Background: an optimization exercise with open tools, aiming at small area. Do not read the settings as production practice.

Setup of build 45:
// instr_mem
module instr_mem
#(
    parameter int DATA_WIDTH = instr_mem_pkg::DATA_WIDTH,
    parameter int ADDR_BITS  = instr_mem_pkg::ADDR_BITS
) (
    input  logic                  clk,
    input  logic                  reset,
    input  logic [15:0]           address,
    input  logic [DATA_WIDTH-1:0] setup,
    input  logic                  R_WR,
    input  logic                  enable,
    output logic [DATA_WIDTH-1:0] instruction
);
    logic                  in_range;
    logic                  active;
    logic                  do_write;
    logic                  do_read;
    logic                  mem_we;
    logic [DATA_WIDTH-1:0] mem_rdata;
    logic [DATA_WIDTH-1:0] instr_d;
    logic [DATA_WIDTH-1:0] instr_q;
    assign in_range = ((address >> ADDR_BITS) == 16'd0);
    assign active   = (enable == instr_mem_pkg::EN_ACTIVE);
  ...
Size: about 4100 flip-flops, roughly 120000 um^2 of cells after synthesis.
==> flow/config.mk <==
export PLATFORM = sky130hd
export DESIGN_NAME = instr_mem
export DESIGN_NICKNAME = instr_mem
export VERILOG_FILES = /design/flow/design.v
export SDC_FILE = /design/flow/constraint.sdc
export NUM_CORES = 4
export LEC_CHECK = 0
export CAP_MARGIN = 20
export CORE_AREA = 5 5 555 555
export DIE_AREA = 0 0 560 560
export GPL_ROUTABILITY_DRIVEN = 0
export GPL_TIMING_DRIVEN = 0
export PLACE_DENSITY = 0.5
export SLEW_MARGIN = 20
export SYNTH_HIERARCHICAL = 1
export SYNTH_MEMORY_MAX_BITS = 8192
==> flow/constraint.sdc <==
create_clock -name core_clock -period 6.0 [get_ports {clk}]
set_input_delay 1.2000 -clock core_clock [delete_from_list [all_inputs] [get_ports {clk}]]
set_output_delay 1.2000 -clock core_clock [all_outputs]
set_load 0.01 [all_outputs]
standard.sh (not shown) runs the stock make flow with config.mk's settings and CLKGATE_MAP_FILE= SYNTH_SCRIPT=/design/flow/synth_recipe.tcl, a recipe that flattens the netlist after the stock synthesis.
==> flow/flow/run.sh <==
#!/bin/bash
# Standard ORFS layout, with the storage array pre-placed in a regular grid
# and a leaner clock tree. Each step's full log stays under orfs/logs; make's
# own output goes to flow_make.log here.
set -euo pipefail
W=$(pwd)
export PRE_GLOBAL_PLACE_SKIP_IO_TCL=$W/flow/place_array.tcl
export PRE_GLOBAL_PLACE_TCL=$W/flow/place_array.tcl
export POST_GLOBAL_PLACE_TCL=$W/flow/release_array.tcl
export PA_BPR=8 PA_COLS=2 PA_PITCH=52
export CTS_ARGS="-sink_clustering_enable -repair_clock_nets -dont_use_dummy_load -sink_clustering_size 18 -sink_clustering_max_diameter 55 -buf_list sky130_fd_sc_hd__clkbuf_8"
bash standard.sh > flow_make.log 2>&1
==> flow/flow/place_array.tcl <==
# Pre-place the storage array in a regular grid before global placement.
# The 128 rings form COLS block columns of consecutive rings stacked
# vertically; a ring takes 16/BPR adjacent placement rows with BPR bits
# side by side in each, every bit holding its position-1 flop, its insert
# gate, its position-0 flop and, on two rings in three, one read gate.
# The cells are FIRM while global placement places the rest around them;
# release_array.tcl makes them PLACED again for the later steps.
set ::block [ord::get_db_block]
set block $::block
set rings 128
set bits 16

proc by_y {a b} { expr {[[$a getBBox] yMin] - [[$b getBBox] yMin]} }
set rows [lsort -command by_y [$block getRows]]
set nrows [llength $rows]
set core [$block getCoreArea]
set x0 [$core xMin]
set site [[[lindex $rows 0] getSite] getWidth]
set nsites [expr {([$core xMax] - $x0) / $site}]
set bpr 8
set cols 2
set pitch 52
if {[info exists ::env(PA_BPR)]} { set bpr $::env(PA_BPR) }
if {[info exists ::env(PA_COLS)]} { set cols $::env(PA_COLS) }
if {[info exists ::env(PA_PITCH)]} { set pitch $::env(PA_PITCH) }
set rpr [expr {$bits / $bpr}]
set bands [expr {$rings / $cols}]

proc flop {s i} {
  return [$::block findInst "u_array.slot_q\\\[$s\\\]\\\[$i\\\]\$_DFF_P_"]
}
proc pin_net {inst pin} {
  foreach it [$inst getITerms] {
    if {[[$it getMTerm] getName] == $pin} { return [$it getNet] }
  }
  return NULL
}
proc net_driver {net} {
  foreach it [$net getITerms] {
    if {[$it isOutputSignal]} { return [$it getInst] }
  }
  return NULL
}
proc is_aoi {inst} { string match "*a222oi*" [[$inst getMaster] getName] }

set hosted [dict create]
set placed 0
for {set r 0} {$r < $rings} {incr r} {
  set c [expr {$r / $bands}]
  set b [expr {$r % $bands}]
  set row0 [expr {int($b * $nrows / $bands)}]
  set bx [expr {$x0 + ($c * $nsites / $cols) * $site}]
  for {set i 0} {$i < $bits} {incr i} {
    set row [lindex $rows [expr {$row0 + $i / $bpr}]]
    set y [[$row getBBox] yMin]
    set orient [$row getOrient]
    set f0 [flop [expr {2 * $r}] $i]
    set f1 [flop [expr {2 * $r + 1}] $i]
    if {$f0 == "NULL" || $f1 == "NULL"} { continue }
    set ins [net_driver [pin_net $f0 D]]
    set cells [list $f1]
    if {$ins != "NULL" && [is_aoi $ins]} { lappend cells $ins }
    lappend cells $f0
    # The read gate of the first ring that reaches it.
    foreach f [list $f0 $f1] {
      set q [pin_net $f Q]
      foreach it [$q getITerms] {
        set g [$it getInst]
        if {![$it isInputSignal] || $g == $ins || ![is_aoi $g]} { continue }
        if {[dict exists $hosted [$g getName]]} { continue }
        dict set hosted [$g getName] 1
        lappend cells $g
      }
    }
    set sx [expr {$bx + ($i % $bpr) * $pitch * $site}]
    foreach c $cells {
      $c setOrient $orient
      $c setLocation $sx $y
      $c setPlacementStatus FIRM
      set sx [expr {$sx + [[$c getMaster] getWidth]}]
      incr placed
    }
  }
}
puts "place_array: placed $placed cells in $nrows rows"
Other scripts of this flow, unchanged in this note and not shown: flow/flow/release_array.tcl
Build 45 is listed as incomplete: the tool reported an error in global placement without I/O and the run ended there.
Changes in build 96 relative to build 45:
--- a/flow/flow/place_array.tcl
+++ b/flow/flow/place_array.tcl
@@ -8,2 +8 @@
-set ::block [ord::get_db_block]
-set block $::block
+set block [ord::get_db_block]
==> comparison <==
As the logs show, build 96 stopped at global placement without I/O after a tool error, so it never reached the end of the flow.
Diff build 96..build 45 | horizontal extent of the die | unchanged
Build 96 -> build 45: net count after synthesis delta 0, exact match
Diff build 45..build 96 | initial standard-cell utilization of the core | unchanged
As far as number of cells produced by synthesis goes, build 96 and build 45 are indistinguishable; the numbers are identical.
Build 96 -> build 45: standard-cell row count delta 0, exact match
Comparing build 45 against build 96, there is no change at all in post-synthesis async set-or-reset flop share.
Function was not checked in any run of this note: the RTL went through the layout flow alone.
